What follows belongs to an exercise in optimizing a design on an open flow for small area, a short achievable clock period and few clock cycles per item; a production flow would make more cautious choices.
No run shown here included a check of the RTL's function; only the layout flow was run.
Power figures rest on the tool's default switching activity, not on a simulated workload.

### config.mk
export PLATFORM = sky130hd
export DESIGN_NAME = md2_digest_engine
export DESIGN_NICKNAME = md2_digest_engine
export VERILOG_FILES = /design/flow/design.v
export SDC_FILE = /design/flow/constraint.sdc
export NUM_CORES = 4
export LEC_CHECK = 0
export CAP_MARGIN = 20
export CORE_MARGIN = 2
export CORE_UTILIZATION = 40
export SETUP_SLACK_MARGIN = 4.0
export SLEW_MARGIN = 20
### constraint.sdc
create_clock -name core_clock -period 7.0 [get_ports {clk}]
set_input_delay 1.4000 -clock core_clock [delete_from_list [all_inputs] [get_ports {clk}]]
set_output_delay 1.4000 -clock core_clock [all_outputs]
set_load 0.01 [all_outputs]
### design.v
package md2_pkg;
	localparam int BLOCK_BYTES = 16;
	localparam int STATE_BYTES = 48;
	localparam int ROUND_COUNT = 18;
	localparam logic [2047:0] PI_SBOX_FLAT = {
		8'h29,8'h2e,8'h43,8'hc9,8'ha2,8'hd8,8'h7c,8'h01,
		8'h3d,8'h36,8'h54,8'ha1,8'hec,8'hf0,8'h06,8'h13,
		8'h62,8'ha7,8'h05,8'hf3,8'hc0,8'hc7,8'h73,8'h8c,
		8'h98,8'h93,8'h2b,8'hd9,8'hbc,8'h4c,8'h82,8'hca,
		8'h1e,8'h9b,8'h57,8'h3c,8'hfd,8'hd4,8'he0,8'h16,
		8'h67,8'h42,8'h6f,8'h18,8'h8a,8'h17,8'he5,8'h12,
		8'hbe,8'h4e,8'hc4,8'hd6,8'hda,8'h9e,8'hde,8'h49,
		8'ha0,8'hfb,8'hf5,8'h8e,8'hbb,8'h2f,8'hee,8'h7a,
		8'ha9,8'h68,8'h79,8'h91,8'h15,8'hb2,8'h07,8'h3f,
		8'h94,8'hc2,8'h10,8'h89,8'h0b,8'h22,8'h5f,8'h21,
		8'h80,8'h7f,8'h5d,8'h9a,8'h5a,8'h90,8'h32,8'h27,
		8'h35,8'h3e,8'hcc,8'he7,8'hbf,8'hf7,8'h97,8'h03,
		8'hff,8'h19,8'h30,8'hb3,8'h48,8'ha5,8'hb5,8'hd1,
		8'hd7,8'h5e,8'h92,8'h2a,8'hac,8'h56,8'haa,8'hc6,
		8'h4f,8'hb8,8'h38,8'hd2,8'h96,8'ha4,8'h7d,8'hb6,
		8'h76,8'hfc,8'h6b,8'he2,8'h9c,8'h74,8'h04,8'hf1,
		8'h45,8'h9d,8'h70,8'h59,8'h64,8'h71,8'h87,8'h20,
		8'h86,8'h5b,8'hcf,8'h65,8'he6,8'h2d,8'ha8,8'h02,
		8'h1b,8'h60,8'h25,8'had,8'hae,8'hb0,8'hb9,8'hf6,
		8'h1c,8'h46,8'h61,8'h69,8'h34,8'h40,8'h7e,8'h0f,
		8'h55,8'h47,8'ha3,8'h23,8'hdd,8'h51,8'haf,8'h3a,
		8'hc3,8'h5c,8'hf9,8'hce,8'hba,8'hc5,8'hea,8'h26,
		8'h2c,8'h53,8'h0d,8'h6e,8'h85,8'h28,8'h84,8'h09,
		8'hd3,8'hdf,8'hcd,8'hf4,8'h41,8'h81,8'h4d,8'h52,
		8'h6a,8'hdc,8'h37,8'hc8,8'h6c,8'hc1,8'hab,8'hfa,
		8'h24,8'he1,8'h7b,8'h08,8'h0c,8'hbd,8'hb1,8'h4a,
		8'h78,8'h88,8'h95,8'h8b,8'he3,8'h63,8'he8,8'h6d,
		8'he9,8'hcb,8'hd5,8'hfe,8'h3b,8'h00,8'h1d,8'h39,
		8'hf2,8'hef,8'hb7,8'h0e,8'h66,8'h58,8'hd0,8'he4,
		8'ha6,8'h77,8'h72,8'hf8,8'heb,8'h75,8'h4b,8'h0a,
		8'h31,8'h44,8'h50,8'hb4,8'h8f,8'hed,8'h1f,8'h1a,
		8'hdb,8'h99,8'h8d,8'h33,8'h9f,8'h11,8'h83,8'h14
	};
	function automatic logic [7:0] pi_sbox(input logic [7:0] x);
		case (x)
			8'd0: pi_sbox = 8'h29;
			8'd1: pi_sbox = 8'h2e;
			8'd2: pi_sbox = 8'h43;
			8'd3: pi_sbox = 8'hc9;
			8'd4: pi_sbox = 8'ha2;
			8'd5: pi_sbox = 8'hd8;
			8'd6: pi_sbox = 8'h7c;
			8'd7: pi_sbox = 8'h01;
			8'd8: pi_sbox = 8'h3d;
			8'd9: pi_sbox = 8'h36;
			8'd10: pi_sbox = 8'h54;
			8'd11: pi_sbox = 8'ha1;
			8'd12: pi_sbox = 8'hec;
			8'd13: pi_sbox = 8'hf0;
			8'd14: pi_sbox = 8'h06;
			8'd15: pi_sbox = 8'h13;
			8'd16: pi_sbox = 8'h62;
			8'd17: pi_sbox = 8'ha7;
			8'd18: pi_sbox = 8'h05;
			8'd19: pi_sbox = 8'hf3;
			8'd20: pi_sbox = 8'hc0;
			8'd21: pi_sbox = 8'hc7;
			8'd22: pi_sbox = 8'h73;
			8'd23: pi_sbox = 8'h8c;
			8'd24: pi_sbox = 8'h98;
			8'd25: pi_sbox = 8'h93;
			8'd26: pi_sbox = 8'h2b;
			8'd27: pi_sbox = 8'hd9;
			8'd28: pi_sbox = 8'hbc;
			8'd29: pi_sbox = 8'h4c;
			8'd30: pi_sbox = 8'h82;
			8'd31: pi_sbox = 8'hca;
			8'd32: pi_sbox = 8'h1e;
			8'd33: pi_sbox = 8'h9b;
			8'd34: pi_sbox = 8'h57;
			8'd35: pi_sbox = 8'h3c;
			8'd36: pi_sbox = 8'hfd;
			8'd37: pi_sbox = 8'hd4;
			8'd38: pi_sbox = 8'he0;
			8'd39: pi_sbox = 8'h16;
			8'd40: pi_sbox = 8'h67;
			8'd41: pi_sbox = 8'h42;
			8'd42: pi_sbox = 8'h6f;
			8'd43: pi_sbox = 8'h18;
			8'd44: pi_sbox = 8'h8a;
			8'd45: pi_sbox = 8'h17;
			8'd46: pi_sbox = 8'he5;
			8'd47: pi_sbox = 8'h12;
			8'd48: pi_sbox = 8'hbe;
			8'd49: pi_sbox = 8'h4e;
			8'd50: pi_sbox = 8'hc4;
			8'd51: pi_sbox = 8'hd6;
			8'd52: pi_sbox = 8'hda;
			8'd53: pi_sbox = 8'h9e;
			8'd54: pi_sbox = 8'hde;
			8'd55: pi_sbox = 8'h49;
			8'd56: pi_sbox = 8'ha0;
			8'd57: pi_sbox = 8'hfb;
			8'd58: pi_sbox = 8'hf5;
			8'd59: pi_sbox = 8'h8e;
			8'd60: pi_sbox = 8'hbb;
			8'd61: pi_sbox = 8'h2f;
			8'd62: pi_sbox = 8'hee;
			8'd63: pi_sbox = 8'h7a;
			8'd64: pi_sbox = 8'ha9;
			8'd65: pi_sbox = 8'h68;
			8'd66: pi_sbox = 8'h79;
			8'd67: pi_sbox = 8'h91;
			8'd68: pi_sbox = 8'h15;
			8'd69: pi_sbox = 8'hb2;
			8'd70: pi_sbox = 8'h07;
			8'd71: pi_sbox = 8'h3f;
			8'd72: pi_sbox = 8'h94;
			8'd73: pi_sbox = 8'hc2;
			8'd74: pi_sbox = 8'h10;
			8'd75: pi_sbox = 8'h89;
			8'd76: pi_sbox = 8'h0b;
			8'd77: pi_sbox = 8'h22;
			8'd78: pi_sbox = 8'h5f;
			8'd79: pi_sbox = 8'h21;
			8'd80: pi_sbox = 8'h80;
			8'd81: pi_sbox = 8'h7f;
			8'd82: pi_sbox = 8'h5d;
			8'd83: pi_sbox = 8'h9a;
			8'd84: pi_sbox = 8'h5a;
			8'd85: pi_sbox = 8'h90;
			8'd86: pi_sbox = 8'h32;
			8'd87: pi_sbox = 8'h27;
			8'd88: pi_sbox = 8'h35;
			8'd89: pi_sbox = 8'h3e;
			8'd90: pi_sbox = 8'hcc;
			8'd91: pi_sbox = 8'he7;
			8'd92: pi_sbox = 8'hbf;
			8'd93: pi_sbox = 8'hf7;
			8'd94: pi_sbox = 8'h97;
			8'd95: pi_sbox = 8'h03;
			8'd96: pi_sbox = 8'hff;
			8'd97: pi_sbox = 8'h19;
			8'd98: pi_sbox = 8'h30;
			8'd99: pi_sbox = 8'hb3;
			8'd100: pi_sbox = 8'h48;
			8'd101: pi_sbox = 8'ha5;
			8'd102: pi_sbox = 8'hb5;
			8'd103: pi_sbox = 8'hd1;
			8'd104: pi_sbox = 8'hd7;
			8'd105: pi_sbox = 8'h5e;
			8'd106: pi_sbox = 8'h92;
			8'd107: pi_sbox = 8'h2a;
			8'd108: pi_sbox = 8'hac;
			8'd109: pi_sbox = 8'h56;
			8'd110: pi_sbox = 8'haa;
			8'd111: pi_sbox = 8'hc6;
			8'd112: pi_sbox = 8'h4f;
			8'd113: pi_sbox = 8'hb8;
			8'd114: pi_sbox = 8'h38;
			8'd115: pi_sbox = 8'hd2;
			8'd116: pi_sbox = 8'h96;
			8'd117: pi_sbox = 8'ha4;
			8'd118: pi_sbox = 8'h7d;
			8'd119: pi_sbox = 8'hb6;
			8'd120: pi_sbox = 8'h76;
			8'd121: pi_sbox = 8'hfc;
			8'd122: pi_sbox = 8'h6b;
			8'd123: pi_sbox = 8'he2;
			8'd124: pi_sbox = 8'h9c;
			8'd125: pi_sbox = 8'h74;
			8'd126: pi_sbox = 8'h04;
			8'd127: pi_sbox = 8'hf1;
			8'd128: pi_sbox = 8'h45;
			8'd129: pi_sbox = 8'h9d;
			8'd130: pi_sbox = 8'h70;
			8'd131: pi_sbox = 8'h59;
			8'd132: pi_sbox = 8'h64;
			8'd133: pi_sbox = 8'h71;
			8'd134: pi_sbox = 8'h87;
			8'd135: pi_sbox = 8'h20;
			8'd136: pi_sbox = 8'h86;
			8'd137: pi_sbox = 8'h5b;
			8'd138: pi_sbox = 8'hcf;
			8'd139: pi_sbox = 8'h65;
			8'd140: pi_sbox = 8'he6;
			8'd141: pi_sbox = 8'h2d;
			8'd142: pi_sbox = 8'ha8;
			8'd143: pi_sbox = 8'h02;
			8'd144: pi_sbox = 8'h1b;
			8'd145: pi_sbox = 8'h60;
			8'd146: pi_sbox = 8'h25;
			8'd147: pi_sbox = 8'had;
			8'd148: pi_sbox = 8'hae;
			8'd149: pi_sbox = 8'hb0;
			8'd150: pi_sbox = 8'hb9;
			8'd151: pi_sbox = 8'hf6;
			8'd152: pi_sbox = 8'h1c;
			8'd153: pi_sbox = 8'h46;
			8'd154: pi_sbox = 8'h61;
			8'd155: pi_sbox = 8'h69;
			8'd156: pi_sbox = 8'h34;
			8'd157: pi_sbox = 8'h40;
			8'd158: pi_sbox = 8'h7e;
			8'd159: pi_sbox = 8'h0f;
			8'd160: pi_sbox = 8'h55;
			8'd161: pi_sbox = 8'h47;
			8'd162: pi_sbox = 8'ha3;
			8'd163: pi_sbox = 8'h23;
			8'd164: pi_sbox = 8'hdd;
			8'd165: pi_sbox = 8'h51;
			8'd166: pi_sbox = 8'haf;
			8'd167: pi_sbox = 8'h3a;
			8'd168: pi_sbox = 8'hc3;
			8'd169: pi_sbox = 8'h5c;
			8'd170: pi_sbox = 8'hf9;
			8'd171: pi_sbox = 8'hce;
			8'd172: pi_sbox = 8'hba;
			8'd173: pi_sbox = 8'hc5;
			8'd174: pi_sbox = 8'hea;
			8'd175: pi_sbox = 8'h26;
			8'd176: pi_sbox = 8'h2c;
			8'd177: pi_sbox = 8'h53;
			8'd178: pi_sbox = 8'h0d;
			8'd179: pi_sbox = 8'h6e;
			8'd180: pi_sbox = 8'h85;
			8'd181: pi_sbox = 8'h28;
			8'd182: pi_sbox = 8'h84;
			8'd183: pi_sbox = 8'h09;
			8'd184: pi_sbox = 8'hd3;
			8'd185: pi_sbox = 8'hdf;
			8'd186: pi_sbox = 8'hcd;
			8'd187: pi_sbox = 8'hf4;
			8'd188: pi_sbox = 8'h41;
			8'd189: pi_sbox = 8'h81;
			8'd190: pi_sbox = 8'h4d;
			8'd191: pi_sbox = 8'h52;
			8'd192: pi_sbox = 8'h6a;
			8'd193: pi_sbox = 8'hdc;
			8'd194: pi_sbox = 8'h37;
			8'd195: pi_sbox = 8'hc8;
			8'd196: pi_sbox = 8'h6c;
			8'd197: pi_sbox = 8'hc1;
			8'd198: pi_sbox = 8'hab;
			8'd199: pi_sbox = 8'hfa;
			8'd200: pi_sbox = 8'h24;
			8'd201: pi_sbox = 8'he1;
			8'd202: pi_sbox = 8'h7b;
			8'd203: pi_sbox = 8'h08;
			8'd204: pi_sbox = 8'h0c;
			8'd205: pi_sbox = 8'hbd;
			8'd206: pi_sbox = 8'hb1;
			8'd207: pi_sbox = 8'h4a;
			8'd208: pi_sbox = 8'h78;
			8'd209: pi_sbox = 8'h88;
			8'd210: pi_sbox = 8'h95;
			8'd211: pi_sbox = 8'h8b;
			8'd212: pi_sbox = 8'he3;
			8'd213: pi_sbox = 8'h63;
			8'd214: pi_sbox = 8'he8;
			8'd215: pi_sbox = 8'h6d;
			8'd216: pi_sbox = 8'he9;
			8'd217: pi_sbox = 8'hcb;
			8'd218: pi_sbox = 8'hd5;
			8'd219: pi_sbox = 8'hfe;
			8'd220: pi_sbox = 8'h3b;
			8'd221: pi_sbox = 8'h00;
			8'd222: pi_sbox = 8'h1d;
			8'd223: pi_sbox = 8'h39;
			8'd224: pi_sbox = 8'hf2;
			8'd225: pi_sbox = 8'hef;
			8'd226: pi_sbox = 8'hb7;
			8'd227: pi_sbox = 8'h0e;
			8'd228: pi_sbox = 8'h66;
			8'd229: pi_sbox = 8'h58;
			8'd230: pi_sbox = 8'hd0;
			8'd231: pi_sbox = 8'he4;
			8'd232: pi_sbox = 8'ha6;
			8'd233: pi_sbox = 8'h77;
			8'd234: pi_sbox = 8'h72;
			8'd235: pi_sbox = 8'hf8;
			8'd236: pi_sbox = 8'heb;
			8'd237: pi_sbox = 8'h75;
			8'd238: pi_sbox = 8'h4b;
			8'd239: pi_sbox = 8'h0a;
			8'd240: pi_sbox = 8'h31;
			8'd241: pi_sbox = 8'h44;
			8'd242: pi_sbox = 8'h50;
			8'd243: pi_sbox = 8'hb4;
			8'd244: pi_sbox = 8'h8f;
			8'd245: pi_sbox = 8'hed;
			8'd246: pi_sbox = 8'h1f;
			8'd247: pi_sbox = 8'h1a;
			8'd248: pi_sbox = 8'hdb;
			8'd249: pi_sbox = 8'h99;
			8'd250: pi_sbox = 8'h8d;
			8'd251: pi_sbox = 8'h33;
			8'd252: pi_sbox = 8'h9f;
			8'd253: pi_sbox = 8'h11;
			8'd254: pi_sbox = 8'h83;
			8'd255: pi_sbox = 8'h14;
			default: pi_sbox = 8'h00;
		endcase
	endfunction
endpackage
module md2_front (
	input  logic       clk,
	input  logic       arst_n,
	input  logic       push,
	output logic       full,
	input  logic [9:0] item,
	output logic       cmd_valid,
	output logic [7:0] cmd_data,
	output logic       cmd_byte,
	output logic       cmd_end,
	input  logic       take
);
	logic       main_v_q;
	logic       skid_v_q;
	logic [9:0] main_q;
	logic [9:0] skid_q;
	logic       keep;
	assign full      = skid_v_q;
	assign keep      = push && !skid_v_q && (item[1] || item[0]);
	assign cmd_valid = main_v_q;
	assign cmd_data  = main_q[9:2];
	assign cmd_byte  = main_q[1];
	assign cmd_end   = main_q[0];
	always_ff @(posedge clk) begin
		if (take || !main_v_q) begin
			main_q <= skid_v_q ? skid_q : item;
		end
		if (keep && main_v_q && !take) begin
			skid_q <= item;
		end
	end
	always_ff @(posedge clk or negedge arst_n) begin
		if (!arst_n) begin
			main_v_q <= 1'b0;
			skid_v_q <= 1'b0;
		end else begin
			if (take || !main_v_q) begin
				main_v_q <= skid_v_q || keep;
				skid_v_q <= 1'b0;
			end else if (keep) begin
				skid_v_q <= 1'b1;
			end
		end
	end
endmodule
module md2_core (
	input  logic         clk,
	input  logic         arst_n,
	input  logic         cmd_valid,
	input  logic [7:0]   cmd_data,
	input  logic         cmd_byte,
	input  logic         cmd_end,
	output logic         take,
	output logic         empty,
	input  logic         pop,
	output logic [127:0] result
);
	localparam int GROUPS = md2_pkg::BLOCK_BYTES;
	localparam int PLACES = GROUPS + 1;
	typedef enum logic [1:0] {
		S_ABS,
		S_PAD,
		S_CSUM,
		S_WAIT
	} state_t;
	typedef enum logic [1:0] {
		A_ABS,
		A_PAD,
		A_CSUM,
		A_OUT
	} after_t;
	state_t       state_q;
	after_t       after_q;
	logic         first_q;
	logic [4:0]   ph_q;
	logic [3:0]   j_q;
	logic [4:0]   pad_q;
	logic [7:0]   l_q;
	logic [7:0]   sreg_q;
	logic         cu_q;
	logic         run_q;
	logic [1:0]   pass_q;
	logic [4:0]   round_q;
	logic         empty_q;
	logic [PLACES-1:0][7:0] x0_q;
	logic [PLACES-1:0][7:0] x1_q;
	logic [PLACES-1:0][7:0] x2_q;
	logic [PLACES-1:0][7:0] c_q;
	logic         gap;
	logic         at_j;
	logic         absorb;
	logic         csum_upd;
	logic         blk_last;
	logic [7:0]   b;
	logic [7:0]   s_out;
	logic [7:0]   h0z;
	logic [7:0]   h0f;
	logic [7:0]   e;
	logic [7:0]   se;
	logic [7:0]   sreg_nxt;
	logic [7:0]   c_head;
	logic [7:0]   c_new;
	logic [7:0]   tail0;
	logic [7:0]   tail1;
	logic [7:0]   tail2;
	assign gap      = (ph_q == 5'd16);
	assign at_j     = (ph_q == {1'b0, j_q});
	assign take     = (state_q == S_ABS) && cmd_valid && (!cmd_byte || at_j);
	assign absorb   = ((state_q == S_ABS) && cmd_valid && cmd_byte && at_j) ||
	                  (((state_q == S_PAD) || (state_q == S_CSUM)) && at_j);
	assign csum_upd = absorb && (state_q != S_CSUM);
	assign blk_last = absorb && (j_q == 4'd15);
	assign b = (state_q == S_ABS) ? cmd_data :
	           (state_q == S_PAD) ? {3'b000, pad_q} : c_q[1];
	assign s_out = md2_pkg::pi_sbox(sreg_q);
	assign h0z = (first_q && round_q == 5'd0 && pass_q == 2'd0) ? 8'h00 : x0_q[0];
	assign h0f = first_q ? 8'h00 : x0_q[0];
	assign c_head = first_q ? 8'h00 : c_q[0];
	assign c_new  = c_head ^ s_out;
	assign e  = run_q ? h0z : (c_head ^ b);
	assign se = s_out ^ e;
	always_comb begin
		sreg_nxt = 8'h00;
		if (run_q) begin
			if (!gap) begin
				sreg_nxt = se;
			end else if (pass_q == 2'd2) begin
				sreg_nxt = x2_q[PLACES - 1] + {3'b000, round_q};
			end else begin
				sreg_nxt = sreg_q;
			end
		end else if (csum_upd) begin
			sreg_nxt = cu_q ? se : (b ^ l_q);
		end
	end
	always_comb begin
		tail0 = x0_q[0];
		tail1 = x1_q[0];
		tail2 = x2_q[0];
		if (run_q && !gap) begin
			tail0 = x1_q[0];
			tail1 = x2_q[0];
			tail2 = se;
		end else if (absorb) begin
			tail1 = b;
			tail2 = b ^ h0f;
		end
	end
	for (genvar g = 0; g < GROUPS; g++) begin : g_res
		assign result[127 - 8 * g -: 8] = x0_q[g];
	end
	assign empty = empty_q;
	always_ff @(posedge clk) begin
		for (int k = 0; k < PLACES - 1; k++) begin
			x1_q[k] <= x1_q[k + 1];
			x2_q[k] <= x2_q[k + 1];
			c_q[k]  <= c_q[k + 1];
		end
		x1_q[PLACES - 1] <= tail1;
		x2_q[PLACES - 1] <= tail2;
		c_q[PLACES - 1]  <= cu_q ? c_new : c_q[0];
		if (empty_q) begin
			for (int k = 0; k < PLACES - 1; k++) begin
				x0_q[k] <= x0_q[k + 1];
			end
			x0_q[PLACES - 1] <= tail0;
		end
	end
	always_ff @(posedge clk or negedge arst_n) begin
		if (!arst_n) begin
			state_q <= S_ABS;
			after_q <= A_ABS;
			first_q <= 1'b1;
			ph_q    <= '0;
			j_q     <= '0;
			pad_q   <= '0;
			l_q     <= '0;
			sreg_q  <= '0;
			cu_q    <= 1'b0;
			run_q   <= 1'b0;
			pass_q  <= '0;
			round_q <= '0;
			empty_q <= 1'b1;
		end else begin
			ph_q   <= gap ? 5'd0 : ph_q + 1'b1;
			sreg_q <= sreg_nxt;
			cu_q   <= csum_upd;
			if (cu_q) begin
				l_q <= c_new;
			end
			if (pop && !empty_q) begin
				empty_q <= 1'b1;
			end
			if (absorb) begin
				j_q <= j_q + 1'b1;
			end
			case (state_q)
				S_ABS: begin
					if (take) begin
						if (cmd_byte && j_q == 4'd15) begin
							state_q <= S_WAIT;
							after_q <= cmd_end ? A_PAD : A_ABS;
							pad_q   <= 5'd16;
						end else if (cmd_end) begin
							state_q <= S_PAD;
							pad_q   <= 5'd16 - {1'b0, j_q} - {4'd0, cmd_byte};
						end
					end
				end
				S_PAD: begin
					if (blk_last) begin
						state_q <= S_WAIT;
						after_q <= A_CSUM;
					end
				end
				S_CSUM: begin
					if (blk_last) begin
						state_q <= S_WAIT;
						after_q <= A_OUT;
						l_q     <= '0;
					end
				end
				default: begin
					if (!run_q && gap && empty_q) begin
						run_q <= 1'b1;
					end
				end
			endcase
			if (run_q && gap) begin
				pass_q <= (pass_q == 2'd2) ? 2'd0 : pass_q + 1'b1;
				if (pass_q == 2'd2) begin
					if (round_q == 5'd17) begin
						round_q <= '0;
						run_q   <= 1'b0;
						first_q <= 1'b0;
						case (after_q)
							A_ABS:  state_q <= S_ABS;
							A_PAD:  state_q <= S_PAD;
							A_CSUM: state_q <= S_CSUM;
							default: begin
								state_q <= S_ABS;
								empty_q <= 1'b0;
								first_q <= 1'b1;
							end
						endcase
					end else begin
						round_q <= round_q + 1'b1;
					end
				end
			end
		end
	end
endmodule
module md2_digest_engine (
	input  logic               clk,
	input  logic               arst_n,
	input  logic               push,
	output logic               full,
	input  logic [9:0]         item,
	output logic               empty,
	input  logic               pop,
	output logic [127:0]       result
);
	logic       cmd_valid;
	logic [7:0] cmd_data;
	logic       cmd_byte;
	logic       cmd_end;
	logic       take;
	md2_front u_front (
		.clk      (clk),
		.arst_n   (arst_n),
		.push     (push),
		.full     (full),
		.item     (item),
		.cmd_valid(cmd_valid),
		.cmd_data (cmd_data),
		.cmd_byte (cmd_byte),
		.cmd_end  (cmd_end),
		.take     (take)
	);
	md2_core u_core (
		.clk      (clk),
		.arst_n   (arst_n),
		.cmd_valid(cmd_valid),
		.cmd_data (cmd_data),
		.cmd_byte (cmd_byte),
		.cmd_end  (cmd_end),
		.take     (take),
		.empty    (empty),
		.pop      (pop),
		.result   (result)
	);
endmodule
### run.sh
#!/bin/bash
# synth_recipe.tcl (not shown) runs the flow's synth.tcl, then flattens the netlist and writes it again
# the make line also repeats each setting of config.mk as NAME=value (left out here)
make -C /OpenROAD-flow-scripts/flow DESIGN_CONFIG=/design/flow/config.mk WORK_HOME=/design/flow/orfs CLKGATE_MAP_FILE= SYNTH_SCRIPT=/design/flow/synth_recipe.tcl finish
==> flow_summary.json, run 1 <==
{
  "grt_usage_pct": 18.9,
  "start_util_pct": 40.5,
  "cpLargestDelayFamily": "compound AO/OA/AOI/OAI gates",
  "fin_crit_sh_pct": 43.0,
  "place_congestion": 0.991,
  "final_cell_area_um2": 25100,
  "vias": 13500,
  "cp.arrival_ns": 3.48,
  "grt_antenna_before_repair": 0,
  "grt_pass1_vias": 13100,
  "antenna_cells": 0,
  "ys_seq_elements": 611,
  "synth_top_flop_cell": "dfxtp_1",
  "synth.yosys.seq_area_share_pct": 65.8,
  "drt_iter0_drc": 1341,
  "path_cells": "buf_8 > and2b_1 > nor3_2 > o311ai_0 > a32oi_1 > o21ai_2 > buf_4 > mux2i_1 > a2bb2oi_1",
  "ys_types": 95,
  "layout.cells.non_filler": 2531,
  "core_um2": 52700,
  "numPortBuffers": 143,
  "synth_top_cell_by_area": "dfxtp_1",
  "syn-num-nets": 1801,
  "path_max_fanout": 51,
  "synth_top_area_share_pct": 38.3,
  "cts.path.max_buffers": 3,
  "die_h_um": 235,
  "placed_cells": 2380,
  "cts_tree": "yes",
  "io-pin-count": 144,
  "hold_viol_final": 0,
  "synth_area_um2": 21300,
  "yosys_warnings": 2,
  "dpl.hpwl_mm": 34.4,
  "slew_viol_final": 0,
  "cts-root-buf": "clkbuf_16",
  "drv_cap": 0,
  "fin_hold_ws_ns": 0.304,
  "path_clk_slew_ns": 0.07,
  "async_flop_share_pct": 7.69,
  "rsz0062_at_grt": "true",
  "max_stage_delay_ns": 0.57,
  "cp-start-kind": "flop",
  "die_w_um": 235,
  "synthCells": 1748,
  "period_needed_ns": 3.01,
  "insertion_delay_ns": 0.62,
  "slew_headroom_pct": 30.1,
  "ant_nets": 0,
  "final.setup.tns_ns": 0,
  "cts_buffers": 56,
  "drive_above_1_share_pct": 14.8,
  "power_mw": 7.72,
  "syn_avg_cell_area_um2": 12.2,
  "syn_to_final_growth_pct": 17.9,
  "status": "timing/DRC/antenna clean",
  "avgViaCountPerCell": 5.34,
  "num_rows": 84,
  "power_density_nw_per_um2": 307,
  "finalWirelength_mm": 53.6,
  "synth_area_leaders": "dfxtp_1, edfxtp_1, dfrtp_1",
  "synth-edff-count": 156,
  "required_ns": 7.47,
  "leakage_nw": 9.30,
  "max_slew.worst_pin.slew_ns": 1.04,
  "fmax_mhz": 332,
  "dr.pass1.iters": 5,
  "placed_cell_area_um2": 22400,
  "ir_worst_vdd_v": 0.000240,
  "h-tree-depth": 2,
  "final_nets": 1848,
  "crit_type": "reg -> reg",
  "cp_num_buf_inv": 2,
  "grt_pass1_wl_mm": 80.2,
  "ctsHoldBuffers": 0,
  "dieArea_um2": 55200,
  "final-setup-viol-count": 0,
  "slowest_stage": "o311ai_0",
  "grt_start_max_net_pins": 93,
  "hold_path_class": "reg -> reg",
  "grt_remaining_overflow": 0,
  "cp-end-kind": "flop",
  "drc": 0,
  "cts_sinks": 611,
  "wl_per_cell_um": 21.2,
  "finalClockSkew_ns": 0.0388
}
==> power by group <==
part	switching (mW)	internal [mW]
combinational	0.320	0.239
sequential	0.120	3.95
clock	1.31	1.78
total	1.75	5.97
==> path summary, 6_finish.rpt <==
check | startpoint | endpoint | slack (ns) | depth (start not counted)
max | u_core.sreg_q[2] | u_core.c_q[130] | 3.99 | 9
min | u_core.x1_q[132] | u_core.x1_q[124] | 0.30 | 0
max reg2reg | u_core.sreg_q[2] | u_core.c_q[130] | 3.99 | 9
min reg2reg | u_core.x1_q[132] | u_core.x1_q[124] | 0.30 | 0
max in group asynchronous | arst_n | u_core.sreg_q[0] | 5.59 | 2
min in group asynchronous | arst_n | u_core.ph_q[1] | 0.90 | 2
==> metal layers <==
layer / GRT usage, % / part of all wire, % / vias to the layer above
li1: - / - / 6146
met1: 24.9 / 42 / 6458
met2: 28.4 / 43 / 707
met3: 4.86 / 8.8 / 210
met4: 10.2 / 5.5 / 0
met5: 0 / 0 / -
==> cell usage in the layout, fill, tap and decap left out, types with 36 or more instances in the layout <==
| cell | Yosys | final |
|---|---|---|
| a21oi_1 | 72 | 71 |
| buf_4 | 132 | 46 |
| clkbuf_16 | 0 | 60 |
| clkdlybuf4s50_1 | 0 | 133 |
| dfrtp_1 | 45 | 38 |
| dfxtp_1 | 408 | 408 |
| edfxtp_1 | 156 | 156 |
| nand2_1 | 137 | 136 |
| nor2_1 | 88 | 84 |
| nor3_1 | 41 | 36 |
| o21ai_0 | 80 | 78 |
| xnor2_1 | 43 | 40 |
==> stage by stage <==
stage	util [%]	setup WS [ns]
global placement	42.5	2.75
finish	47.8	3.99
CTS	47.2	3.92
global route	47.8	3.91
floorplan	-	4.01
detailed placement	42.5	2.82
==> final cells by class <==
| class | count | area, um^2 |
|---|---|---|
| clock inverters | 26 | 265 |
| clock buffers | 80 | 1660 |
| multi-input cells | 883 | 6120 |
| inverters | 37 | 159 |
| repair buffers | 206 | 2030 |
| flip-flops and latches | 611 | 14100 |
| well taps | 688 | 861 |
| fillers | 4595 | 27500 |
==> worst register-to-register path: stages, from the launching register on <==
cell       delay, ns
dfrtp_4         0.53
buf_8           0.22
and2b_1         0.58
nor3_2          0.13
o311ai_0        0.57
a32oi_1         0.25
o21ai_2         0.10
buf_4           0.18
mux2i_1         0.20
a2bb2oi_1       0.10
==> logic make-up after synthesis <==
family	count (synthesis)	share of synthesized area (%)
flops	611	65.8
simple gates	398	8.88
compound gates	350	11.3
buf+inv	254	7.23
xor+xnor	57	2.34
mux	39	2.16
fa+ha+maj	39	2.32
==> sequential cells by signal, summed over array words and instances, names as in the netlist <==
register / flops
u_core.c_q: 136
u_core.x0_q: 136
u_core.x1_q: 136
u_core.x2_q: 136
u_front.main_q: 10
u_front.skid_q: 10
u_core.l_q: 8
u_core.sreg_q: 8
u_core.pad_q: 5
u_core.ph_q: 5
u_core.round_q: 5
u_core.j_q: 4
u_core.after_q: 2
u_core.pass_q: 2
u_core.state_q: 2
u_core.cu_q: 1
u_core.empty_q: 1
u_core.first_q: 1
u_core.run_q: 1
u_front.main_v_q: 1
u_front.skid_v_q: 1
==> Yosys cell counts (6+ instances only) <==
cell type  count
a211oi_1      15
a21o_1         6
a21oi_1       72
a22oi_1       10
a311oi_1      14
a31oi_1       15
and2_1         7
and3_1         6
buf_2         34
buf_4        132
clkbuf_1      39
dfrtp_1       45
dfxtp_1      408
edfxtp_1     156
ha_1          38
inv_1         32
mux2_2        22
mux2i_1       13
nand2_1      137
nand2b_1      23
nand3_1       34
nor2_1        88
nor2b_1       18
nor3_1        41
nor4_1         7
o2111ai_1      6
o211ai_1      17
o21a_1         8
o21ai_0       80
o21ai_1        7
o221ai_1      12
o311a_1        6
o311ai_0      13
o31ai_1        8
xnor2_1       43
xor2_1        14
==> what timing repair did <==
item,CTS,global route
gates resized for setup,63,46
gates cloned,0,0
endpoints found under the hold margin,0,0
endpoints found under the setup margin,49,38
pin swaps,5,7
setup buffers,37,8
==> run 2: changes to the inputs <==
--- a/design.v
+++ b/design.v
@@ -310,36 +310,27 @@
 	output logic       cmd_end,
 	input  logic       take
 );
-	logic       main_v_q;
-	logic       skid_v_q;
-	logic [9:0] main_q;
-	logic [9:0] skid_q;
-	logic       keep;
-	assign full      = skid_v_q;
-	assign keep      = push && !skid_v_q && (item[1] || item[0]);
-	assign cmd_valid = main_v_q;
-	assign cmd_data  = main_q[9:2];
-	assign cmd_byte  = main_q[1];
-	assign cmd_end   = main_q[0];
+	logic       valid_q;
+	logic [9:0] cmd_q;
+	logic       accept;
+	assign full      = valid_q && !take;
+	assign accept    = push && !full;
+	assign cmd_valid = valid_q;
+	assign cmd_data  = cmd_q[9:2];
+	assign cmd_byte  = cmd_q[1];
+	assign cmd_end   = cmd_q[0];
 	always_ff @(posedge clk) begin
-		if (take || !main_v_q) begin
-			main_q <= skid_v_q ? skid_q : item;
-		end
-		if (keep && main_v_q && !take) begin
-			skid_q <= item;
+		if (accept) begin
+			cmd_q <= item;
 		end
 	end
 	always_ff @(posedge clk or negedge arst_n) begin
 		if (!arst_n) begin
-			main_v_q <= 1'b0;
-			skid_v_q <= 1'b0;
-		end else begin
-			if (take || !main_v_q) begin
-				main_v_q <= skid_v_q || keep;
-				skid_v_q <= 1'b0;
-			end else if (keep) begin
-				skid_v_q <= 1'b1;
-			end
+			valid_q <= 1'b0;
+		end else if (accept) begin
+			valid_q <= item[1] || item[0];
+		end else if (take) begin
+			valid_q <= 1'b0;
 		end
 	end
 endmodule
@@ -374,6 +365,7 @@
 	logic         first_q;
 	logic [4:0]   ph_q;
 	logic [3:0]   j_q;
+	logic         at_q;
 	logic [4:0]   pad_q;
 	logic [7:0]   l_q;
 	logic [7:0]   sreg_q;
@@ -387,7 +379,8 @@
 	logic [PLACES-1:0][7:0] x2_q;
 	logic [PLACES-1:0][7:0] c_q;
 	logic         gap;
-	logic         at_j;
+	logic [4:0]   ph_nxt;
+	logic [3:0]   j_nxt;
 	logic         absorb;
 	logic         csum_upd;
 	logic         blk_last;
@@ -404,10 +397,11 @@
 	logic [7:0]   tail1;
 	logic [7:0]   tail2;
 	assign gap      = (ph_q == 5'd16);
-	assign at_j     = (ph_q == {1'b0, j_q});
-	assign take     = (state_q == S_ABS) && cmd_valid && (!cmd_byte || at_j);
-	assign absorb   = ((state_q == S_ABS) && cmd_valid && cmd_byte && at_j) ||
-	                  (((state_q == S_PAD) || (state_q == S_CSUM)) && at_j);
+	assign take     = (state_q == S_ABS) && cmd_valid && (!cmd_byte || at_q);
+	assign absorb   = ((state_q == S_ABS) && cmd_valid && cmd_byte && at_q) ||
+	                  (((state_q == S_PAD) || (state_q == S_CSUM)) && at_q);
+	assign ph_nxt   = gap ? 5'd0 : ph_q + 1'b1;
+	assign j_nxt    = absorb ? j_q + 1'b1 : j_q;
 	assign csum_upd = absorb && (state_q != S_CSUM);
 	assign blk_last = absorb && (j_q == 4'd15);
 	assign b = (state_q == S_ABS) ? cmd_data :
@@ -424,10 +418,8 @@
 		if (run_q) begin
 			if (!gap) begin
 				sreg_nxt = se;
-			end else if (pass_q == 2'd2) begin
-				sreg_nxt = x2_q[PLACES - 1] + {3'b000, round_q};
 			end else begin
-				sreg_nxt = sreg_q;
+				sreg_nxt = x2_q[PLACES - 1] + ((pass_q == 2'd2) ? {3'b000, round_q} : 8'h00);
 			end
 		end else if (csum_upd) begin
 			sreg_nxt = cu_q ? se : (b ^ l_q);
@@ -463,27 +455,31 @@
 			for (int k = 0; k < PLACES - 1; k++) begin
 				x0_q[k] <= x0_q[k + 1];
 			end
-			x0_q[PLACES - 1] <= tail0;
 		end
+		x0_q[PLACES - 1] <= tail0;
+	end
+	always_ff @(posedge clk) begin
+		sreg_q <= sreg_nxt;
 	end
 	always_ff @(posedge clk or negedge arst_n) begin
 		if (!arst_n) begin
 			state_q <= S_ABS;
 			after_q <= A_ABS;
 			first_q <= 1'b1;
+			pad_q   <= '0;
 			ph_q    <= '0;
 			j_q     <= '0;
-			pad_q   <= '0;
+			at_q    <= 1'b1;
 			l_q     <= '0;
-			sreg_q  <= '0;
 			cu_q    <= 1'b0;
 			run_q   <= 1'b0;
 			pass_q  <= '0;
 			round_q <= '0;
 			empty_q <= 1'b1;
 		end else begin
-			ph_q   <= gap ? 5'd0 : ph_q + 1'b1;
-			sreg_q <= sreg_nxt;
+			ph_q   <= ph_nxt;
+			j_q    <= j_nxt;
+			at_q   <= (ph_nxt == {1'b0, j_nxt});
 			cu_q   <= csum_upd;
 			if (cu_q) begin
 				l_q <= c_new;
@@ -491,9 +487,6 @@
 			if (pop && !empty_q) begin
 				empty_q <= 1'b1;
 			end
-			if (absorb) begin
-				j_q <= j_q + 1'b1;
-			end
 			case (state_q)
 				S_ABS: begin
 					if (take) begin
--- a/config.mk
+++ b/config.mk
@@ -7,6 +7,8 @@
 export LEC_CHECK = 0
 export CAP_MARGIN = 20
 export CORE_MARGIN = 2
-export CORE_UTILIZATION = 40
+export CORE_UTILIZATION = 60
+export CTS_CLUSTER_SIZE = 30
+export PLACE_DENSITY = 0.7
 export SETUP_SLACK_MARGIN = 4.0
 export SLEW_MARGIN = 20
==> flow_summary.json, run 2 <==
{
  "leakage_nw": 10.1,
  "period_needed_ns": 3.74,
  "place_congestion": 1.02,
  "grt_pass1_wl_mm": 89.9,
  "fin_hold_ws_ns": 0.313,
  "r2r_slack_ns": 3.26,
  "slew_viol_final": 0,
  "cts-root-buf": "clkbuf_16",
  "cp-end-kind": "flop",
  "syn_to_final_growth_pct": 26.9,
  "ys_seq_elements": 601,
  "critPathLaunch": "u_core.pass_q[0]",
  "required_ns": 7.50,
  "path_clk_slew_ns": 0.07,
  "synth_top_flop_cell": "dfxtp_1",
  "status": "timing/DRC/antenna clean",
  "drt_iter0_drc": 1639,
  "cts.path.max_buffers": 3,
  "drc": 0,
  "async_flop_share_pct": 6.49,
  "final_cell_area_um2": 26400,
  "fin_util_pct": 76.8,
  "io-pin-count": 144,
  "path_max_fanout": 5,
  "grt_antenna_before_repair": 1,
  "path_cells": "buf_4 > or4b_4 > buf_12 > buf_12 > o21ai_4 > a21oi_4 > buf_4 > a211o_4 > buf_4 > nor2_4 > buf_4 > nor3b_2 > o221ai_1 > o211ai_1 > a32o_1",
  "final_common_cell": "dfxtp_1",
  "dr.pass1.iters": 11,
  "max_slew.worst_pin.slew_ns": 0.920,
  "syn-num-nets": 1762,
  "power_density_nw_per_um2": 282,
  "numPortBuffers": 143,
  "crit_type": "reg -> reg",
  "pre_cts_ws_ns": 2.07,
  "cts_sinks": 601,
  "dpl.hpwl_mm": 34.5,
  "finalWirelength_mm": 62.9,
  "synth_top_area_share_pct": 40.8,
  "synth_area_leaders": "dfxtp_1, edfxtp_1, buf_4",
  "crit_end": "u_core.s_out[3]",
  "final.setup.tns_ns": 0,
  "synthCells": 1713,
  "max_stage_delay_ns": 0.56,
  "drive_above_1_share_pct": 26.0,
  "slowest_stage": "or4b_4",
  "slew_headroom_pct": 38.6,
  "path_common_cell": "buf_4",
  "fin_crit_sh_pct": 53.4,
  "core_um2": 34400,
  "cp-start-kind": "flop",
  "final_nets": 1932,
  "synth-edff-count": 138,
  "insertion_delay_ns": 0.61,
  "wl_per_cell_um": 26.4,
  "antenna_cells": 0,
  "synth.yosys.seq_area_share_pct": 65.4,
  "grt_usage_pct": 33.6,
  "drv_cap": 0,
  "dieArea_um2": 36200,
  "final-setup-viol-count": 0,
  "regToRegEndpoint": "u_core.s_out[3]",
  "h-tree-depth": 2,
  "finalClockSkew_ns": 0.0205,
  "grt_start_max_net_pins": 66,
  "cp.arrival_ns": 4.24,
  "cts_buffers": 53,
  "rsz0062_at_grt": "true",
  "placed_cell_area_um2": 21700,
  "synth.most_common_cell": "dfxtp_1",
  "syn_avg_cell_area_um2": 12.1,
  "setup_ws_ns": 3.26,
  "die_w_um": 190,
  "grt_remaining_overflow": 0,
  "final_cell_mix": "dfxtp_1, edfxtp_1, buf_4",
  "start_util_pct": 60.5,
  "r2r_cells": 15,
  "synth_top_cell_by_area": "dfxtp_1",
  "vias": 14900,
  "fmax_mhz": 268,
  "synth_area_um2": 20800,
  "ys_types": 104,
  "synth_commonest_cells": "dfxtp_1, edfxtp_1, buf_4",
  "grt_pass1_vias": 14200,
  "hold_viol_final": 0,
  "yosys_warnings": 2,
  "cts_tree": "yes",
  "num_rows": 68,
  "r2r_start": "u_core.pass_q[0]",
  "hold_path_class": "reg -> reg",
  "ir_worst_vdd_v": 0.000297,
  "avgViaCountPerCell": 6.24,
  "ctsHoldBuffers": 0,
  "ant_nets": 0,
  "die_h_um": 190
}
==> run 2: cell count changes in the layout (fill, tap and decap cells not counted), sizes merged, moves of 15 or more <==
cell / previous run / this run
nor3: 41 / 25
buf: 63 / 184
edfxtp: 156 / 138
mux2: 23 / 8
a21oi: 73 / 99
dfxtp: 408 / 424
==> run 2: layout make-up <==
class,instances,area (um^2)
clock buffers,75,1590
clock inverters,25,205
fillers,2053,7960
inverters,32,174
multi-input cells,860,6770
flip-flops and latches,601,13600
well taps,455,569
repair buffers,333,3460
repair inverters,2,15.0
==> run 2: report_power, final <==
part	internal [mW]	total, mW	switching, mW	leakage (nW)
Sequential	3.83	3.95	0.119	5.08
Clock	1.62	2.93	1.32	0.883
Combinational	0.274	0.581	0.306	4.13
Total	5.72	7.46	1.74	10.1
==> run 2: per-stage QoR <==
step | std cells | total power, mW
floorplan | 1713 | 4.30
global placement | 2113 | 4.43
detailed placement | 2113 | 4.45
CTS | 2316 | 7.47
global route | 2383 | 7.69
finish | 2383 | 7.46
==> run 2: how the worst min path moves through the flow <==
stage               startpoint         endpoint  cells after the start
2_1_floorplan  u_core.c_q[108]  u_core.c_q[100]                      0
3_3_place_gp    u_core.c_q[35]   u_core.c_q[27]                      0
3_5_place_dp   u_core.c_q[109]  u_core.c_q[101]                      0
4_1_cts        u_core.x2_q[27]  u_core.x2_q[19]                      0
5_1_grt         u_core.c_q[64]   u_core.c_q[56]                      0
6_report       u_core.x2_q[27]  u_core.x2_q[19]                      0
==> run 2: critical path: cells and delay by family, from the launching register on <==
family	cells	cell delay [ns]
buf+inv	6	1.00
flops	1	0.43
compound gates	6	1.33
simple gates	3	0.87
==> run 2: logic make-up after synthesis <==
logic type                 after synthesis  synth area share (%)
DFF                                    601                  65.4
buffers and inverters                  254                  7.66
adders and majority gates               35                  2.14
muxes                                   22                  1.23
xor gates and xnor gates                45                  1.97
AOI/OAI and AO/OA                      394                  13.2
and+or+nand+nor                        362                  8.39
==> run 2: timing repair <==
item,CTS,global route
gates resized for setup,173,142
gates cloned,6,7
setup endpoints to repair,25,21
buffers inserted,97,60
pin swaps,33,76
==> run 2: metal layers <==
metal | wire length, um | vias up | share of wire (%) | global-route usage [%]
li1 | - | 6332 | - | -
met1 | 24500 | 7107 | 39 | 43.4
met2 | 27600 | 1082 | 44 | 52.2
met3 | 6640 | 340 | 11 | 9.24
met4 | 4240 | 0 | 6.7 | 16.9
met5 | 0 | - | 0 | 0
==> run 3: changes to the inputs <==
--- a/config.mk
+++ b/config.mk
@@ -7,8 +7,6 @@
 export LEC_CHECK = 0
 export CAP_MARGIN = 20
 export CORE_MARGIN = 2
-export CORE_UTILIZATION = 60
-export CTS_CLUSTER_SIZE = 30
-export PLACE_DENSITY = 0.7
-export SETUP_SLACK_MARGIN = 4.0
+export CORE_UTILIZATION = 40
+export SETUP_SLACK_MARGIN = 4.6
 export SLEW_MARGIN = 20
==> flow_summary.json, run 3 <==
{
  "slew_headroom_pct": 36.4,
  "ys_seq_elements": 601,
  "core_um2": 51400,
  "grt_antenna_before_repair": 1,
  "vias": 14400,
  "layout.cells.non_filler": 2667,
  "synth_area_um2": 20800,
  "dpl.hpwl_mm": 34.9,
  "cp-end-kind": "flop",
  "slowest_stage": "or4b_4",
  "ys_types": 104,
  "final.setup.tns_ns": 0,
  "synth_area_leaders": "dfxtp_1, edfxtp_1, buf_4",
  "io-pin-count": 144,
  "synth_top_area_share_pct": 40.8,
  "path_clk_slew_ns": 0.06,
  "final-setup-viol-count": 0,
  "place_congestion": 0.962,
  "ant_nets": 0,
  "path_cells": "inv_2 > ha_4 > or4b_4 > o21a_1 > mux2i_2 > a32o_4 > ha_4 > buf_8 > buf_4 > a221oi_1 > o21ai_0 > o311a_1 > o211ai_1",
  "final_cell_mix": "dfxtp_1, buf_4, edfxtp_1",
  "wl_per_cell_um": 22.5,
  "fin_crit_sh_pct": 52.6,
  "h-tree-depth": 2,
  "period_needed_ns": 3.68,
  "drv_cap": 0,
  "syn-num-nets": 1762,
  "fillers": 4407,
  "cts_buffers": 56,
  "cts_tree": "yes",
  "hold_viol_final": 0,
  "finalClockSkew_ns": 0.0209,
  "cts_sinks": 601,
  "rsz0062_at_grt": "true",
  "slew_viol_final": 0,
  "max_stage_delay_ns": 0.52,
  "hold_path_class": "reg -> reg",
  "synthCells": 1713,
  "fin_hold_ws_ns": 0.319,
  "die_w_um": 232,
  "start_util_pct": 40.5,
  "dieArea_um2": 53900,
  "syn_avg_cell_area_um2": 12.1,
  "synth.yosys.seq_area_share_pct": 65.4,
  "drt_iter0_drc": 1504,
  "required_ns": 7.48,
  "die_h_um": 232,
  "insertion_delay_ns": 0.61,
  "max_slew.worst_pin.slew_ns": 0.953,
  "path_common_cell": "ha_4",
  "final_common_cell": "dfxtp_1",
  "cp.arrival_ns": 4.16,
  "dr.pass1.iters": 9,
  "crit_type": "reg -> reg",
  "grt_pass1_vias": 13800,
  "grt_pass1_wl_mm": 86.8,
  "path_max_fanout": 8,
  "cts-root-buf": "clkbuf_16",
  "numPortBuffers": 143,
  "drc": 0,
  "drive_above_1_share_pct": 34.1,
  "power_density_nw_per_um2": 288,
  "leakage_nw": 10.1,
  "ctsHoldBuffers": 0,
  "avgViaCountPerCell": 5.41,
  "placed_cells": 2337,
  "final_nets": 1988,
  "grt_start_max_net_pins": 79,
  "syn_to_final_growth_pct": 27.0,
  "cts.path.max_buffers": 3,
  "yosys_warnings": 2,
  "fmax_mhz": 272,
  "cp-start-kind": "flop",
  "num_rows": 83,
  "ir_worst_vdd_v": 0.000208,
  "status": "timing/DRC/antenna clean",
  "grt_remaining_overflow": 0,
  "grt_usage_pct": 21.5,
  "synth_top_cell_by_area": "dfxtp_1",
  "async_flop_share_pct": 6.49,
  "finalWirelength_mm": 59.9,
  "synth-edff-count": 138,
  "synth_commonest_cells": "dfxtp_1, edfxtp_1, buf_4",
  "synth.most_common_cell": "dfxtp_1",
  "synth_top_flop_cell": "dfxtp_1"
}
[run 3: cell counts after synthesis]
Identical to the previous run, type by type.
[run 3: through the flow]
step / setup WS [ns] / utilization (%) / cell area, um^2 / total power, mW
final: 3.32 / 51.4 / 26400 / 7.62
after detailed placement: 1.76 / 42.8 / 22000 / 4.47
after floorplan: 3.50 / - / 21100 / 4.32
after global routing: 3.25 / 51.4 / 26400 / 7.91
after CTS: 3.37 / 49.8 / 25600 / 7.70
after global placement: 1.60 / 42.8 / 22000 / 4.45
[run 3: critical path, delay by kind of cell (launching register included)]
| kind | cells | cell delay (ns) |
|---|---|---|
| compound gates | 6 | 1.60 |
| simple gates | 1 | 0.52 |
| fa+ha+maj | 2 | 0.48 |
| buf+inv | 3 | 0.40 |
| flops | 1 | 0.39 |
| mux | 1 | 0.18 |
[run 3: cell type report]
type	instances	area, um^2	share of cell area [%]
diodes	1	2.50	0.00947
clock buffers	87	1820	6.89
clock inverters	18	180	0.682
inverters	32	176	0.668
multi-input cells	860	6640	25.1
flip-flops and latches	601	13600	51.6
well taps	680	851	3.22
repair buffers	385	3110	11.8
repair inverters	3	26.3	0.0994
[run 3: per-layer routing]
metal	global-route usage, %	vias to the layer above	routed length (um)
met5	0	-	0
met4	11.7	0	3720
met3	5.97	233	5650
met2	31.8	806	25300
met1	28.5	6935	25200
li1	-	6445	-
[run 3: power by group]
part	switching [mW]	leakage, nW	internal [mW]
clock network	1.27	0.998	1.87
logic	0.291	4.02	0.259
registers	0.0980	5.08	3.83
[run 3: cells by family (layout without fill, tap and decap cells)]
group	count (synthesis)	in the layout	share of synthesized area, %
flops	601	601	65.4
compound gates	394	395	13.2
simple gates	362	363	8.39
buf+inv	254	525	7.66
xor+xnor	45	45	1.97
fa+ha+maj	35	35	2.14
mux	22	22	1.23
other cells	0	1	0
[run 3: path summary, 6_finish.rpt]
kind	cells past startpoint	end	slack, ns	startpoint
setup / recovery	13	u_core.s_out[6]	3.32	u_core.round_q[1]
hold / removal	0	u_core.x2_q[115]	0.32	u_core.x2_q[123]
setup reg to reg	13	u_core.s_out[6]	3.32	u_core.round_q[1]
hold reg to reg	0	u_core.x2_q[115]	0.32	u_core.x2_q[123]
max in group asynchronous	1	u_core.cu_q	5.36	arst_n
min in group asynchronous	1	u_core.j_q[3]	0.94	arst_n
[run 3: repair_timing]
action,4_1_cts,5_1_grt
resized for setup,685,81
pin swaps,40,42
setup buffers,165,49
gates cloned,8,2
endpoints found under the setup margin,150,154
==> run 4: changes to the inputs <==
==> flow/run.sh (new file) <==
#!/bin/bash
# The standard layout (the standard.sh: the standard synthesis and ORFS
# from floorplan to finish), with one change: the buffers that placement puts
# on every input and output port are the platform's smallest plain buffer.
set -e
export BUFFER_PORTS_ARGS="-buffer_cell sky130_fd_sc_hd__buf_1"
bash standard.sh > standard.log 2>&1
==> standard.sh (new file) <==
#!/bin/bash
# synth_recipe.tcl (not shown) runs the flow's synth.tcl, then flattens the netlist and writes it again
# the make line also repeats each setting of config.mk as NAME=value (left out here)
make -C /OpenROAD-flow-scripts/flow DESIGN_CONFIG=/design/flow/config.mk WORK_HOME=/design/flow/orfs CLKGATE_MAP_FILE= SYNTH_SCRIPT=/design/flow/synth_recipe.tcl "${@:-finish}"
--- a/config.mk
+++ b/config.mk
@@ -8,5 +8,5 @@
 export CAP_MARGIN = 20
 export CORE_MARGIN = 2
 export CORE_UTILIZATION = 40
-export SETUP_SLACK_MARGIN = 4.6
+export SETUP_SLACK_MARGIN = 4.0
 export SLEW_MARGIN = 20
removed: run.sh
==> flow_summary.json, run 4 <==
{
  "synth_area_leaders": "dfxtp_1, edfxtp_1, buf_4",
  "drive_above_1_share_pct": 24.2,
  "period_needed_ns": 3.71,
  "placed_cells": 2334,
  "cts_buffers": 56,
  "pre_cts_ws_ns": 2.45,
  "dieArea_um2": 53900,
  "status": "timing/DRC/antenna clean",
  "hold_viol_final": 0,
  "final_common_cell": "dfxtp_1",
  "synthCells": 1713,
  "regArea_um2": 13600,
  "final.setup.tns_ns": 0,
  "grt_antenna_before_repair": 0,
  "final_nets": 1896,
  "finalClockSkew_ns": 0.0208,
  "insertion_delay_ns": 0.61,
  "h-tree-depth": 2,
  "cp-end-kind": "flop",
  "final_cell_mix": "dfxtp_1, buf_1, edfxtp_1",
  "multi_input_area_um2": 6640,
  "start_util_pct": 40.5,
  "cts_sinks": 601,
  "synth_commonest_cells": "dfxtp_1, edfxtp_1, buf_4",
  "finalWirelength_mm": 60.4,
  "cts_tree": "yes",
  "crit_type": "reg -> reg",
  "cp-start-kind": "flop",
  "grt_start_max_net_pins": 78,
  "io-pin-count": 144,
  "power_density_nw_per_um2": 299,
  "wl_per_cell_um": 23.4,
  "grt_pass1_vias": 13800,
  "grt_usage_pct": 22.0,
  "cts-root-buf": "clkbuf_16",
  "syn-num-nets": 1762,
  "drt_iter0_drc": 1559,
  "yosys_warnings": 2,
  "die_h_um": 232,
  "path_max_fanout": 7,
  "async_flop_share_pct": 6.49,
  "synth.most_common_cell": "dfxtp_1",
  "dpl.hpwl_mm": 35.2,
  "final-setup-viol-count": 0,
  "grt_pass1_wl_mm": 88.4,
  "max_slew.worst_pin.slew_ns": 0.934,
  "syn_to_final_growth_pct": 21.6,
  "fin_crit_sh_pct": 53.0,
  "synth.yosys.seq_area_share_pct": 65.4,
  "numPortBuffers": 143,
  "path_clk_slew_ns": 0.08,
  "synth_area_um2": 20800,
  "rsz0062_at_grt": "true",
  "synth_top_area_share_pct": 40.8,
  "core_um2": 51400,
  "num_rows": 83,
  "drc": 0,
  "fmax_mhz": 270,
  "dr.pass1.iters": 7,
  "syn_avg_cell_area_um2": 12.1,
  "grt_remaining_overflow": 0,
  "setup_ws_ns": 3.29,
  "layout.cells.non_filler": 2574,
  "place_congestion": 0.977,
  "power_mw": 7.57,
  "cts.path.max_buffers": 3,
  "fillers": 4525,
  "drv_cap": 0,
  "die_w_um": 232,
  "vias": 14200,
  "hold_path_class": "reg -> reg",
  "ant_nets": 0,
  "antenna_cells": 0,
  "required_ns": 7.49,
  "synth-edff-count": 138,
  "avgViaCountPerCell": 5.52,
  "leakage_nw": 9.43,
  "ys_types": 104,
  "ctsHoldBuffers": 0,
  "synth_top_flop_cell": "dfxtp_1",
  "synth_top_cell_by_area": "dfxtp_1",
  "ir_worst_vdd_v": 0.000233,
  "slew_viol_final": 0,
  "cp.arrival_ns": 4.20,
  "ys_seq_elements": 601,
  "slew_headroom_pct": 37.8
}
run 4: worst paths after layout:
check                                  start                end  slack [ns]  depth (start not counted)
max in group asynchronous             arst_n  u_core.round_q[0]        5.42                          1
setup / recovery           u_core.round_q[0]    u_core.s_out[5]        3.29                         13
setup reg to reg           u_core.round_q[0]    u_core.s_out[5]        3.29                         13
hold / removal              u_core.x2_q[108]   u_core.x2_q[100]        0.32                          0
min in group asynchronous             arst_n     u_core.ph_q[2]        0.93                          1
hold reg to reg             u_core.x2_q[108]   u_core.x2_q[100]        0.32                          0
run 4: cell type report:
type                            instances  area share [%]
Clock buffer                           69            6.35
Tap cell                              680            3.36
Sequential cell                       601            53.8
Multi-Input combinational cell        862            26.2
Timing Repair inverter                  2          0.0692
Clock inverter                         36            1.39
Timing Repair Buffer                  292            8.04
Inverter                               32           0.707
run 4: repair_timing:
item	CTS	global route
resized for setup	157	77
buffers inserted	93	28
endpoints found under the hold margin	0	0
cloned	10	4
pin swaps	47	46
setup endpoints to repair	11	9
run 4: metrics by stage:
| stage | area, um^2 | hold WS (ns) | util (%) |
|---|---|---|---|
| 3_5_place_dp | 21100 | 0.312 | 41.0 |
| 6_report | 25300 | 0.319 | 49.2 |
| 3_3_place_gp | 21100 | 0.310 | 41.0 |
| 2_1_floorplan | 21100 | 0.310 | - |
| 4_1_cts | 24600 | 0.316 | 47.9 |
| 5_1_grt | 25300 | 0.313 | 49.2 |
run 4: cell families (layout without fill, tap and decap cells):
kind of cell | count (synthesis) | after routing | share of synthesized area, %
DFF | 601 | 601 | 65.4
AOI/OAI and AO/OA | 394 | 395 | 13.2
and+or+nand+nor | 362 | 365 | 8.39
buffers and inverters | 254 | 431 | 7.66
xor gates and xnor gates | 45 | 45 | 1.97
adders and majority gates | 35 | 35 | 2.14
muxes | 22 | 22 | 1.23
run 4: report_power, final:
| group | switching (mW) | internal (mW) |
|---|---|---|
| logic | 0.292 | 0.252 |
| registers | 0.0984 | 3.83 |
| clock network | 1.33 | 1.77 |
| total | 1.72 | 5.85 |
run 4: worst max-delay path, stage by stage (launching register included):
cell and delay, ns:
dfrtp_2 0.42, inv_2 0.07, ha_4 0.11, or4b_4 0.53
o21a_1 0.24, mux2i_2 0.17, a32o_4 0.41, ha_4 0.32
buf_6 0.18, nand2_8 0.09, o211ai_1 0.16, a211oi_1 0.29
a211oi_1 0.06, or4_1 0.53
run 4: per-layer routing:
| metal | routed length [um] | GRT usage (%) | part of all wire (%) |
|---|---|---|---|
| met3 | 5700 | 5.91 | 9.4 |
| met2 | 25600 | 32.2 | 42 |
| met4 | 4110 | 13.1 | 6.8 |
| met5 | 0 | 0 | 0 |
| met1 | 25000 | 29.0 | 41 |

## port drivers added, routing unchanged
No port has a modelled driver above. Below, the same layouts with a new extraction and two added sets of constraints. Step 1 (the two cells are an assumption about what drives the block):
set clk [get_ports {clk}]
set_driving_cell -lib_cell sky130_fd_sc_hd__clkbuf_16 $clk
set_driving_cell -lib_cell sky130_fd_sc_hd__buf_2 [delete_from_list [all_inputs] $clk]
Step 2 times the ports against the registers' clock, not the clock port: input delays grow and output delays shrink by t, the midpoint of the rising clock arrivals with the driver on. Slacks: ideal ports / drivers / drivers and shift; pairs: ideal ports / drivers.
run | shift t [ns] | setup WS [ns] | worst setup path after step 2 | slew at the worst register clock pin (ns) | pins driven straight from the clock port
run 1 | 0.655 | 3.990 / 3.990 / 3.988 | input to register | 0.08 / 0.08 | 1
run 2 | 0.654 | 3.263 / 3.263 / 3.263 | register to register | 0.08 / 0.08 | 1
run 3 | 0.649 | 3.321 / 3.321 / 3.321 | register to register | 0.08 / 0.08 | 1
run 4 | 0.657 | 3.293 / 3.293 / 3.293 | register to register | 0.08 / 0.08 | 1
After both steps setup and hold are still met in every run listed. For run 1, which loses most, drivers alone change the setup slack by 0.000 ns; drivers and shift together by -0.002 ns.
